Context: an optimization exercise on an open-source flow, tuned for small area and few clock cycles per item. The choices shown serve that exercise and are no tape-out recipe. Function was checked by simulation only, so behaviour that the tests miss may differ from the original. The flow treats the clock pin as an ideal source, which a real chip does not have. Power and IR drop assume default switching activity.

== run A ==
// controller_report_formatter_unit
module controller_report_formatter_unit (
    input  logic                              i_clk,
    input  logic                              i_rst_n,
    input  logic                              i_upd_valid,
    output logic                              o_upd_ready,
    input  logic [crf_pkg::CHAN_W-1:0]        i_upd_channel,
    input  logic [crf_pkg::BTN_W-1:0]         i_upd_button_bits,
    input  logic [crf_pkg::DPAD_W-1:0]        i_upd_dpad_bits,
    input  logic signed [crf_pkg::AXIS_W-1:0] i_upd_axis_left_x,
    input  logic signed [crf_pkg::AXIS_W-1:0] i_upd_axis_left_y,
    input  logic signed [crf_pkg::AXIS_W-1:0] i_upd_axis_right_x,
    input  logic signed [crf_pkg::AXIS_W-1:0] i_upd_axis_right_y,
    input  logic [crf_pkg::LEVEL_W-1:0]       i_upd_brake_level,
    input  logic [crf_pkg::LEVEL_W-1:0]       i_upd_throttle_level,
    input  logic [crf_pkg::MODE_W-1:0]        i_upd_analog_mode,
    output logic                              o_rpt_valid,
    input  logic                              i_rpt_ready,
    output logic [crf_pkg::CHAN_W-1:0]        o_rpt_out_channel,
    output logic [crf_pkg::RPT_W-1:0]         o_rpt_report_buttons,
    output logic [crf_pkg::VAL_W-1:0]         o_rpt_stick_lx,
    output logic [crf_pkg::VAL_W-1:0]         o_rpt_stick_ly,
    output logic [crf_pkg::VAL_W-1:0]         o_rpt_stick_rx,
    output logic [crf_pkg::VAL_W-1:0]         o_rpt_stick_ry,
    output logic [crf_pkg::VAL_W-1:0]         o_rpt_trig_left,
    output logic [crf_pkg::VAL_W-1:0]         o_rpt_trig_right
);
==> flow/config.mk <==
export PLATFORM = sky130hd
export DESIGN_NAME = controller_report_formatter_unit
export DESIGN_NICKNAME = controller_report_formatter_unit
export VERILOG_FILES = /design/flow/design.v
export SDC_FILE = /design/flow/constraint.sdc
export NUM_CORES = 4
export LEC_CHECK = 0
export CAP_MARGIN = 20
export CORE_MARGIN = 2
export CORE_UTILIZATION = 40
export CTS_BUF_LIST = sky130_fd_sc_hd__clkbuf_8
export SLEW_MARGIN = 20
==> flow/constraint.sdc <==
create_clock -name core_clock -period 8.0 [get_ports {i_clk}]
set_input_delay 1.6000 -clock core_clock [delete_from_list [all_inputs] [get_ports {i_clk}]]
set_output_delay 1.6000 -clock core_clock [all_outputs]
set_load 0.01 [all_outputs]
standard.sh (not shown) runs the stock make flow with config.mk's settings and CLKGATE_MAP_FILE= SYNTH_SCRIPT=/design/flow/synth_recipe.tcl, a recipe that flattens the netlist after the stock synthesis.
==> flow/flow/run.sh <==
#!/bin/bash
# Own layout flow: the standard flow with three changes.
#  1. Synthesis is the standard synthesis script (synth_recipe.tcl and ORFS's synth.tcl) except
#     that Yosys's "abc -fast" pre-mapping in synth's fine step is skipped and no full or half
#     adder cells are extracted, so the hand-built adder structure of the RTL reaches ABC as
#     written. Registers, their names and cell types are those of the standard synthesis
#     (only the combinational mapping differs).
#     The final ABC mapping of the remaining logic uses flow/abc_area.script (area-oriented
#     amap) in place of ORFS's speed script.
#  2. Ports are buffered with sky130_fd_sc_hd__buf_1 (every input and output still gets its
#     own buffer, as in the standard flow).
#  3. Clock tree synthesis takes its arguments from flow/cts_args.txt (no dummy loads).
#  4. Everything after synthesis is standard.sh (the standard flow's own layout) unchanged.
# Each tool's output goes to a log file in this folder.
set -euo pipefail
W=$PWD
S=$FLOW_HOME/scripts/synth.tcl
sed -e 's/synth -top \$::env(DESIGN_NAME) -run fine: {\*}\$synth_full_args/synth -top $::env(DESIGN_NAME) -run fine: -noabc {*}$synth_full_args/' \
    -e 's/^  extract_fa {\*}\[dont_use_extract_fa_args\]$/  puts "own flow: no adder extraction"/' \
    -e "s#^source \$::env(SCRIPTS_DIR)/synth_preamble.tcl\$#&\nlset abc_args 1 $W/flow/abc_area.script#" \
    "$S" > "$W/own_synth.tcl"
grep -q -- '-run fine: -noabc' "$W/own_synth.tcl"
grep -q -- 'own flow: no adder extraction' "$W/own_synth.tcl"
grep -q -- "^lset abc_args 1 $W/flow/abc_area.script" "$W/own_synth.tcl"
sed -e "s#\$::env(SCRIPTS_DIR)/synth.tcl#$W/own_synth.tcl#" "$W/synth_recipe.tcl" > "$W/own_synth_recipe.tcl"
grep -q "$W/own_synth.tcl" "$W/own_synth_recipe.tcl"
KNOBS=$(sed -n 's/^make .* SYNTH_SCRIPT=[^ ]* \(.*\) "\${@:-finish}"$/\1/p' "$W/standard.sh")
eval "make -C $FLOW_HOME DESIGN_CONFIG=$W/config.mk WORK_HOME=$W/orfs CLKGATE_MAP_FILE= SYNTH_SCRIPT=$W/own_synth_recipe.tcl $KNOBS synth" > "$W/synth.log" 2>&1
export BUFFER_PORTS_ARGS="-buffer_cell sky130_fd_sc_hd__buf_1"
# clock tree options (replace ORFS's clock_tree_synthesis arguments when flow/cts_args.txt exists)
if [[ -f "$W/flow/cts_args.txt" ]]; then
  export CTS_ARGS="$(cat "$W/flow/cts_args.txt")"
fi
bash "$W/standard.sh" > "$W/layout.log" 2>&1
==> flow/flow/abc_area.script <==
strash
ifraig
dc2
dch -f
amap
topo
stime -c
==> flow/flow/cts_args.txt <==
-sink_clustering_enable -repair_clock_nets -buf_list sky130_fd_sc_hd__clkbuf_8 -dont_use_dummy_load -sink_buffer_max_cap_derate 1.0
Every stage of the flow completed for run A, and the final layout passed the timing, design-rule and antenna checks.
Testbench counts of run A, summed over its fixed seeds: cycles 16,008, items 16,000.
Input-level comparison between run B and run A:
==> flow/flow/run.sh <==
#!/bin/bash
# Own layout flow: the standard flow with three changes.
#  1. Synthesis is the standard synthesis script (synth_recipe.tcl and ORFS's synth.tcl) except
#     that Yosys's "abc -fast" pre-mapping in synth's fine step is skipped and extract_fa looks
#     for full adders only, so the hand-built adder structure of the RTL reaches the adder
#     mapping as written. Registers, their names and cell types are those of the standard
#     synthesis (only the combinational mapping differs).
#     The final ABC mapping of the remaining logic uses flow/abc_area.script (area-oriented
#     amap) in place of ORFS's speed script.
#  2. Ports are buffered with sky130_fd_sc_hd__buf_1 (every input and output still gets its
#     own buffer, as in the standard flow).
#  3. Everything after synthesis is standard.sh (the standard flow's own layout) unchanged.
# Each tool's output goes to a log file in this folder.
set -euo pipefail
W=$PWD
S=$FLOW_HOME/scripts/synth.tcl
sed -e 's/synth -top \$::env(DESIGN_NAME) -run fine: {\*}\$synth_full_args/synth -top $::env(DESIGN_NAME) -run fine: -noabc {*}$synth_full_args/' \
    -e 's/extract_fa {\*}\[dont_use_extract_fa_args\]/extract_fa -fa/' \
    -e "s#^source \$::env(SCRIPTS_DIR)/synth_preamble.tcl\$#&\nlset abc_args 1 $W/flow/abc_area.script#" \
    "$S" > "$W/own_synth.tcl"
grep -q -- '-run fine: -noabc' "$W/own_synth.tcl"
grep -q -- 'extract_fa -fa$' "$W/own_synth.tcl"
grep -q -- "^lset abc_args 1 $W/flow/abc_area.script" "$W/own_synth.tcl"
sed -e "s#\$::env(SCRIPTS_DIR)/synth.tcl#$W/own_synth.tcl#" "$W/synth_recipe.tcl" > "$W/own_synth_recipe.tcl"
grep -q "$W/own_synth.tcl" "$W/own_synth_recipe.tcl"
KNOBS=$(sed -n 's/^make .* SYNTH_SCRIPT=[^ ]* \(.*\) "\${@:-finish}"$/\1/p' "$W/standard.sh")
eval "make -C $FLOW_HOME DESIGN_CONFIG=$W/config.mk WORK_HOME=$W/orfs CLKGATE_MAP_FILE= SYNTH_SCRIPT=$W/own_synth_recipe.tcl $KNOBS synth" > "$W/synth.log" 2>&1
export BUFFER_PORTS_ARGS="-buffer_cell sky130_fd_sc_hd__buf_1"
bash "$W/standard.sh" > "$W/layout.log" 2>&1
removed: flow/flow/cts_args.txt
--- outcome ---
Looking at first-pass GRT wire length across run B and run A, the one that comes out lower is run B.
In the final design statistics, run B uses fewer standard cells in total than run A.
Compared with run A, in run B share of the synthesized netlist area taken by xor and xnor gates moved down; synthesized cell count saw a decrease.
#### Input delta (run C over run B)
Settings: swapping 40 for 65 in CORE_UTILIZATION.
==> flow/flow/run.sh <==
#!/bin/bash
# Own layout flow: the standard flow with three changes.
#  1. Synthesis is the standard synthesis script (synth_recipe.tcl and ORFS's synth.tcl) except
#     that Yosys's "abc -fast" pre-mapping in synth's fine step is skipped and no full or half
#     adder cells are extracted, so the hand-built adder structure of the RTL reaches ABC as
#     written. Registers, their names and cell types are those of the standard synthesis
#     (only the combinational mapping differs).
#     The final ABC mapping of the remaining logic uses flow/abc_area.script (area-oriented
#     amap) in place of ORFS's speed script.
#  2. Ports are buffered with sky130_fd_sc_hd__buf_1 (every input and output still gets its
#     own buffer, as in the standard flow).
#  3. Clock tree synthesis takes its arguments from flow/cts_args.txt (no dummy loads).
#  4. Everything after synthesis is standard.sh (the standard flow's own layout) unchanged.
# Each tool's output goes to a log file in this folder.
set -euo pipefail
W=$PWD
S=$FLOW_HOME/scripts/synth.tcl
sed -e 's/synth -top \$::env(DESIGN_NAME) -run fine: {\*}\$synth_full_args/synth -top $::env(DESIGN_NAME) -run fine: -noabc {*}$synth_full_args/' \
    -e 's/^  extract_fa {\*}\[dont_use_extract_fa_args\]$/  puts "own flow: no adder extraction"/' \
    -e "s#^source \$::env(SCRIPTS_DIR)/synth_preamble.tcl\$#&\nlset abc_args 1 $W/flow/abc_area.script#" \
    "$S" > "$W/own_synth.tcl"
grep -q -- '-run fine: -noabc' "$W/own_synth.tcl"
grep -q -- 'own flow: no adder extraction' "$W/own_synth.tcl"
grep -q -- "^lset abc_args 1 $W/flow/abc_area.script" "$W/own_synth.tcl"
sed -e "s#\$::env(SCRIPTS_DIR)/synth.tcl#$W/own_synth.tcl#" "$W/synth_recipe.tcl" > "$W/own_synth_recipe.tcl"
grep -q "$W/own_synth.tcl" "$W/own_synth_recipe.tcl"
KNOBS=$(sed -n 's/^make .* SYNTH_SCRIPT=[^ ]* \(.*\) "\${@:-finish}"$/\1/p' "$W/standard.sh")
eval "make -C $FLOW_HOME DESIGN_CONFIG=$W/config.mk WORK_HOME=$W/orfs CLKGATE_MAP_FILE= SYNTH_SCRIPT=$W/own_synth_recipe.tcl $KNOBS synth" > "$W/synth.log" 2>&1
export BUFFER_PORTS_ARGS="-buffer_cell sky130_fd_sc_hd__buf_1"
# clock tree options (replace ORFS's clock_tree_synthesis arguments when flow/cts_args.txt exists)
if [[ -f "$W/flow/cts_args.txt" ]]; then
  export CTS_ARGS="$(cat "$W/flow/cts_args.txt")"
fi
bash "$W/standard.sh" > "$W/layout.log" 2>&1
==> flow/flow/cts_args.txt (new file) <==
-sink_clustering_enable -repair_clock_nets -root_buf sky130_fd_sc_hd__clkbuf_4 -tree_buf sky130_fd_sc_hd__clkbuf_2 -buf_list sky130_fd_sc_hd__clkbuf_2 -dont_use_dummy_load
Notes after the runs:
[run C] routability-driven placement congestion ratio rose 5.9% relative to run B. Taking run B as the reference point, the synthesized cell count of run C rises by about 24%. Run comparison: run B highest metal layer with signal wires met5; run C highest metal layer with signal wires met4. Compare run C and run B | post-layout net count higher: run C.
Relative to run C, the following input files were edited for run D:
==> flow/flow/cts_args.txt <==
-sink_clustering_enable -repair_clock_nets -root_buf sky130_fd_sc_hd__clkbuf_8 -tree_buf sky130_fd_sc_hd__clkbuf_8 -buf_list sky130_fd_sc_hd__clkbuf_8 -dont_use_dummy_load
## What came out
As far as count of multi-input combinational gates goes, run C and run D are indistinguishable; the numbers are identical.
Run D consumes more power than run C does.
Run D has final area above what run C had.
Summary: worst setup slack, run D worse than run C
Edits applied to the flow inputs when going from run D to run E:
Settings: swapping sky130_fd_sc_hd__clkbuf_8 for sky130_fd_sc_hd__clkbuf_4 in CTS_BUF_LIST.
==> flow/flow/run.sh <==
#!/bin/bash
# Own layout flow: the standard flow with these changes.
#  1. Synthesis is the standard synthesis script (synth_recipe.tcl, which sources ORFS's
#     synth.tcl) with three edits to a copy of synth.tcl:
#       - Yosys's "abc -fast" pre-mapping in synth's fine step is skipped (-noabc),
#       - no full or half adder cells are extracted (extract_fa is left out),
#  2. Ports are buffered with sky130_fd_sc_hd__buf_1 (every input and output still gets its
#     own buffer, as in the standard flow).
#  3. Clock tree synthesis takes its arguments from flow/cts_args.txt (clkbuf_4 buffers, no
#     dummy loads).
#  4. Everything after synthesis is standard.sh (the standard flow's own layout), unchanged.
# Each tool's output goes to a log file in this folder (synth.log, layout.log; ORFS's per-step
# logs are under orfs/logs).
set -euo pipefail
W=$PWD
S=$FLOW_HOME/scripts/synth.tcl
sed -e 's/synth -top \$::env(DESIGN_NAME) -run fine: {\*}\$synth_full_args/synth -top $::env(DESIGN_NAME) -run fine: -noabc {*}$synth_full_args/' \
    -e 's/^  extract_fa {\*}\[dont_use_extract_fa_args\]$/  puts "own flow: no adder extraction"/' \
    -e "s#^source \$::env(SCRIPTS_DIR)/synth_preamble.tcl\$#&\nlset abc_args 1 $W/flow/abc_area.script#" \
    "$S" > "$W/own_synth.tcl"
grep -q -- '-run fine: -noabc' "$W/own_synth.tcl"
grep -q -- 'own flow: no adder extraction' "$W/own_synth.tcl"
grep -q -- "^lset abc_args 1 $W/flow/abc_area.script" "$W/own_synth.tcl"
sed -e "s#\$::env(SCRIPTS_DIR)/synth.tcl#$W/own_synth.tcl#" "$W/synth_recipe.tcl" > "$W/own_synth_recipe.tcl"
grep -q "$W/own_synth.tcl" "$W/own_synth_recipe.tcl"
KNOBS=$(sed -n 's/^make .* SYNTH_SCRIPT=[^ ]* \(.*\) "\${@:-finish}"$/\1/p' "$W/standard.sh")
eval "make -C $FLOW_HOME DESIGN_CONFIG=$W/config.mk WORK_HOME=$W/orfs CLKGATE_MAP_FILE= SYNTH_SCRIPT=$W/own_synth_recipe.tcl $KNOBS synth" > "$W/synth.log" 2>&1
export BUFFER_PORTS_ARGS="-buffer_cell sky130_fd_sc_hd__buf_1"
export CTS_ARGS="$(cat "$W/flow/cts_args.txt")"
bash "$W/standard.sh" > "$W/layout.log" 2>&1
==> flow/flow/abc_area.script <==
strash
ifraig
dc2
&get -n
&deepsyn -T 60 -I 4
&put
dch -f
amap
topo
stime -c
==> flow/flow/cts_args.txt <==
-sink_clustering_enable -repair_clock_nets -root_buf sky130_fd_sc_hd__clkbuf_4 -tree_buf sky130_fd_sc_hd__clkbuf_4 -buf_list sky130_fd_sc_hd__clkbuf_4 -dont_use_dummy_load
## What came out
Taking run D as the reference, in run E setup slack of the worst register-to-register path was more or less identical, area fraction of clock buffers and clock inverters shrank by 1.1 points, portion of total power attributed to combinational logic +1.3 points. | placement-stage cell area | higher: run D |. Delta (run E minus run D): multi-input logic cell count now sits lower, global-route usage now sits at about the same level.
[inputs] run F vs run E
Settings: a change of CORE_UTILIZATION from 65 to 40; an added CTS_CLUSTER_SIZE of 32; a change of CTS_BUF_LIST from sky130_fd_sc_hd__clkbuf_4 to sky130_fd_sc_hd__clkbuf_8; an added CTS_CLUSTER_DIAMETER of 100.
==> flow/flow/run.sh <==
#!/bin/bash
# Own layout flow: the standard flow with three changes.
#  1. Synthesis is the standard synthesis script (synth_recipe.tcl and ORFS's synth.tcl) except
#     that Yosys's "abc -fast" pre-mapping in synth's fine step is skipped and extract_fa looks
#     for full adders only, so the hand-built adder structure of the RTL reaches the adder
#     mapping as written. Registers, their names and cell types are those of the standard
#     synthesis (only the combinational mapping differs).
#     The final ABC mapping of the remaining logic uses flow/abc_area.script (area-oriented
#     amap) in place of ORFS's speed script.
#  2. Ports are buffered with sky130_fd_sc_hd__buf_1 (every input and output still gets its
#     own buffer, as in the standard flow).
#  3. Everything after synthesis is standard.sh (the standard flow's own layout) unchanged.
# Each tool's output goes to a log file in this folder.
set -euo pipefail
W=$PWD
S=$FLOW_HOME/scripts/synth.tcl
sed -e 's/synth -top \$::env(DESIGN_NAME) -run fine: {\*}\$synth_full_args/synth -top $::env(DESIGN_NAME) -run fine: -noabc {*}$synth_full_args/' \
    -e 's/extract_fa {\*}\[dont_use_extract_fa_args\]/extract_fa -fa/' \
    -e "s#^source \$::env(SCRIPTS_DIR)/synth_preamble.tcl\$#&\nlset abc_args 1 $W/flow/abc_area.script#" \
    "$S" > "$W/own_synth.tcl"
grep -q -- '-run fine: -noabc' "$W/own_synth.tcl"
grep -q -- 'extract_fa -fa$' "$W/own_synth.tcl"
grep -q -- "^lset abc_args 1 $W/flow/abc_area.script" "$W/own_synth.tcl"
sed -e "s#\$::env(SCRIPTS_DIR)/synth.tcl#$W/own_synth.tcl#" "$W/synth_recipe.tcl" > "$W/own_synth_recipe.tcl"
grep -q "$W/own_synth.tcl" "$W/own_synth_recipe.tcl"
KNOBS=$(sed -n 's/^make .* SYNTH_SCRIPT=[^ ]* \(.*\) "\${@:-finish}"$/\1/p' "$W/standard.sh")
eval "make -C $FLOW_HOME DESIGN_CONFIG=$W/config.mk WORK_HOME=$W/orfs CLKGATE_MAP_FILE= SYNTH_SCRIPT=$W/own_synth_recipe.tcl $KNOBS synth" > "$W/synth.log" 2>&1
export BUFFER_PORTS_ARGS="-buffer_cell sky130_fd_sc_hd__buf_1"
bash "$W/standard.sh" > "$W/layout.log" 2>&1
==> flow/flow/abc_area.script <==
strash
ifraig
dc2
dch -f
amap
topo
stime -c
removed: flow/flow/cts_args.txt
Of run E and run F, the run reporting the lower synthesized instance count was run F.
Clock network fraction of design power in run F vs run E: up 8.2 points
Non-filler instance count after layout sits higher in run F than in run E.
| post-layout net count | run F vs run E | 15 lower |
Going from run E to run F, final total power rose by 170 uW; synthesis-to-layout area growth rose by 3.3 points; clock buffer count in the final layout rose by 3; number of global-route vias before repair fell by 287; final critical-path share of the clock period fell by 11 points.
Ratio of cells with drive above 1 in the final layout in run F is 1.2 points above run E.

afterwards: timing with drivers on the ports:
Ports are ideal in the flow. The routed layouts listed here were re-timed in OpenROAD. Step 1: set_driving_cell puts a clkbuf_16 on i_clk and a buf_2 on each other input, an assumption about the parent block. Step 2 adds t to the input delays and takes it off the output delays; t is the mean of the earliest and latest rising clock arrival at the registers after step 1. Input paths then give back, and output paths get back, about the clock's delay inside the block. a / b / c = ideal / step 1 / step 2; a / b = the first two.
run	t (ns)	setup WS [ns]	slew at the worst register clock pin (ns)	worst data-port slew with drivers (ns)	cell pins on the clock port's net
run A	0.355	3.448 / 3.458 / 3.103	0.08 / 0.08	0.06	1
run B	0.355	3.088 / 3.095 / 2.740	0.07 / 0.07	0.06	1
run C	0.380	3.344 / 3.350 / 2.970	0.11 / 0.11	0.05	1
run D	0.349	3.312 / 3.320 / 2.971	0.07 / 0.07	0.05	1
run E	0.399	2.206 / 2.207 / 1.808	0.10 / 0.10	0.06	1
run F	0.355	3.088 / 3.095 / 2.740	0.07 / 0.07	0.06	1
After both steps every run listed still meets setup and hold. The setup slack of run E, which loses most, moves by +0.001 ns with the drivers and by -0.398 ns with both steps.
